This design comes from an exercise in tuning for a short achievable clock period and few clock cycles per item on the open sky130 flow, not from production work. Only simulation tests tie the RTL to the original design; equivalence was not proved. Power is estimated from default activity; no workload was simulated.

==> flow/design.v (excerpt) <==
module luby_restart_scheduler #(
    parameter int INDEX_BITS = lrs_pkg::LRS_INDEX_BITS
) (
    input  wire logic                              clk,
    input  wire logic                              rst_n,
    input  wire logic                              cfg_wr_en,
    input  wire logic [lrs_pkg::LRS_UNIT_W-1:0]    cfg_wr_data,
    input  wire logic                              in_valid,
    output logic                                   in_ready,
    input  wire logic [lrs_pkg::LRS_COUNT_W-1:0]   conflict_count,
    output logic                                   out_valid,
    input  wire logic                              out_ready,
    output logic                                   restart,
    output logic [lrs_pkg::LRS_TOTAL_W-1:0]        restart_total
);
    localparam int SEQ_W = $clog2(INDEX_BITS);
    localparam int GAP_W = LRS_UNIT_W + INDEX_BITS - 1;
    localparam int QD    = 5;
    logic [LRS_UNIT_W-1:0]  unit_reg;
    logic                   reload_reg;
    logic                   reload2_reg;
    logic                   in_ready_reg;
    logic [2:0]             occ_reg;
    logic [LRS_COUNT_W-1:0] a1_count;
    logic                   a1_valid;
    logic [LRS_COUNT_W-1:0] a2_count;
    logic                   a2_valid;
    logic [3:0][12:0]        a2_g;
    logic [3:0][12:0]        a2_p;
  ...
Size in the first run: roughly 3,400 cells after synthesis, ~100 I/O pins, ~36,000 um2 of cells after synthesis.
Settings: LEC_CHECK=0, ABC_CLOCK_PERIOD_IN_PS=2000, CAP_MARGIN=20, CORE_MARGIN=2, CORE_UTILIZATION=60, GPL_TIMING_DRIVEN=1, SETUP_SLACK_MARGIN=3.0, SLEW_MARGIN=20; clock period 5.0 ns.
run.sh (not shown) runs the stock make flow with config.mk's settings and CLKGATE_MAP_FILE= SYNTH_SCRIPT=/design/flow/synth_recipe.tcl, a recipe that flattens the netlist after the stock synthesis.
The first run passed the timing, design-rule and antenna checks.
Testbench counts at the start, summed over its fixed seeds: cycles 22,528, items 22,400.
Change:
- CORE_UTILIZATION: 60 -> 40
- PLACE_DENSITY: not set -> 0.8
Effect: The changed run produced a clean layout. Design area grows by 1.3%. Clock power rises by about 3%. Die area went up by 49%. Synthesized cell count is unchanged. Global-route usage decreases by 11 points. Worst hold slack is better by 0.025 ns.
Change:
- PLACE_DENSITY: 0.8 -> not set
After rerunning: Non-clock buffer count went up by 7; flip-flop and latch count stays the same; synthesized cell count is unchanged; final cell count barely changes; critical path depth does not change; power went down by 0.46%; synthesized area stays the same.

* * *

## old
luby_restart_scheduler, a different RTL version from the one above (not shown whole).
Size in the first run: about 100 I/O pins, roughly 33000 µm² of cells after synthesis.
## luby_restart_scheduler
module luby_restart_scheduler #(
    parameter int INDEX_BITS = lrs_pkg::LRS_INDEX_BITS
) (
    input  wire logic                              clk,
    input  wire logic                              rst_n,
    input  wire logic                              cfg_wr_en,
    input  wire logic [lrs_pkg::LRS_UNIT_W-1:0]    cfg_wr_data,
    input  wire logic                              in_valid,
    output logic                                   in_ready,
    input  wire logic [lrs_pkg::LRS_COUNT_W-1:0]   conflict_count,
    output logic                                   out_valid,
    input  wire logic                              out_ready,
    output logic                                   restart,
    output logic [lrs_pkg::LRS_TOTAL_W-1:0]        restart_total
);
    localparam int SEQ_W = $clog2(INDEX_BITS);
    localparam int GAP_W = LRS_UNIT_W + INDEX_BITS - 1;
    localparam int QD    = 5;
    logic [LRS_UNIT_W-1:0]  unit_reg;
    logic                   reload_reg;
    logic                   in_ready_reg;
    logic [2:0]             occ_reg;
    logic [LRS_COUNT_W-1:0] a1_count;
    logic                   a1_valid;
    logic [LRS_COUNT_W-1:0] a2_count;
    logic                   a2_valid;
    logic [3:0][12:0]        a2_g;
    logic [3:0][12:0]        a2_p;
    logic [3:0]             a2_top;
    logic [LRS_COUNT_W-1:0] b_count;
    logic                   b_valid;
    logic                   b_gt_prev;
  ...
clock: 5.0 ns
lec_check: 0
abc_clock_period_in_ps: 2000
cap_margin: 20
core_margin: 2
core_utilization: 40
gpl_timing_driven: 1
setup_slack_margin: 3.0
slew_margin: 20
synth_hierarchical: 1
Testbench counts of old, summed over its fixed seeds: cycles 22,528, items 22,400.
--- input diff old..new ---
diff --git a/flow/config.mk b/flow/config.mk
--- a/flow/config.mk
+++ b/flow/config.mk
@@ -14,2 +14 @@
 export SLEW_MARGIN = 20
-export SYNTH_HIERARCHICAL = 1
Notes after the runs:
- | static leakage power | higher: old |
- new vs old, total power went up by about 6.4%.
- Mean instance size in the synthesized netlist, new and old, lower one = old.
- Relative to old, the first-pass GRT wire length of new is lower by 0.42%.
- new ended with less clock network fraction of design power than old.
- met3 usage in global routing for new: 0.49 points down relative to old
- new went all the way through the flow, and no timing, DRC or antenna check failed.

[static timing again, ports no longer ideal]
In the flow no input, the clock included, has a driving cell. The finished layouts below were timed again as built, in two steps. Step 1 (the two cells are an assumption about what drives the block):
set clk [get_ports {clk}]
set_driving_cell -lib_cell sky130_fd_sc_hd__clkbuf_16 $clk
set_driving_cell -lib_cell sky130_fd_sc_hd__buf_2 [delete_from_list [all_inputs] $clk]
Step 2 adds t to the input delays and takes it off the output delays; t is the mean of the earliest and latest rising clock arrival at the registers after step 1. Input paths then give back, and output paths get back, about the clock's delay inside the block. Slacks: no drivers / after step 1 / after step 2; pairs: no drivers / after step 1.
| run | shift t [ns] | setup slack, ns | worst setup path at the end | worst register clock-pin slew, ns | worst data-port slew with drivers (ns) |
|---|---|---|---|---|---|
| the first run of note 1 | 0.675 | 2.864 / 2.802 / 2.316 | input to register | 0.06 / 0.06 | 0.13 |
| the second run of note 1 | 0.697 | 2.860 / 2.798 / 2.397 | input to register | 0.07 / 0.07 | 0.09 |
| the third run of note 1 | 0.698 | 2.880 / 2.819 / 2.342 | input to register | 0.06 / 0.06 | 0.10 |
| old | 0.691 | 2.737 / 2.668 / 2.445 | input to register | 0.07 / 0.07 | 0.06 |
| new | 0.691 | 2.722 / 2.650 / 2.402 | input to register | 0.07 / 0.07 | 0.06 |
After both steps setup and hold are still met in every run listed. For the first run of note 1, which loses most, drivers alone change the setup slack by -0.062 ns; drivers and shift together by -0.548 ns.
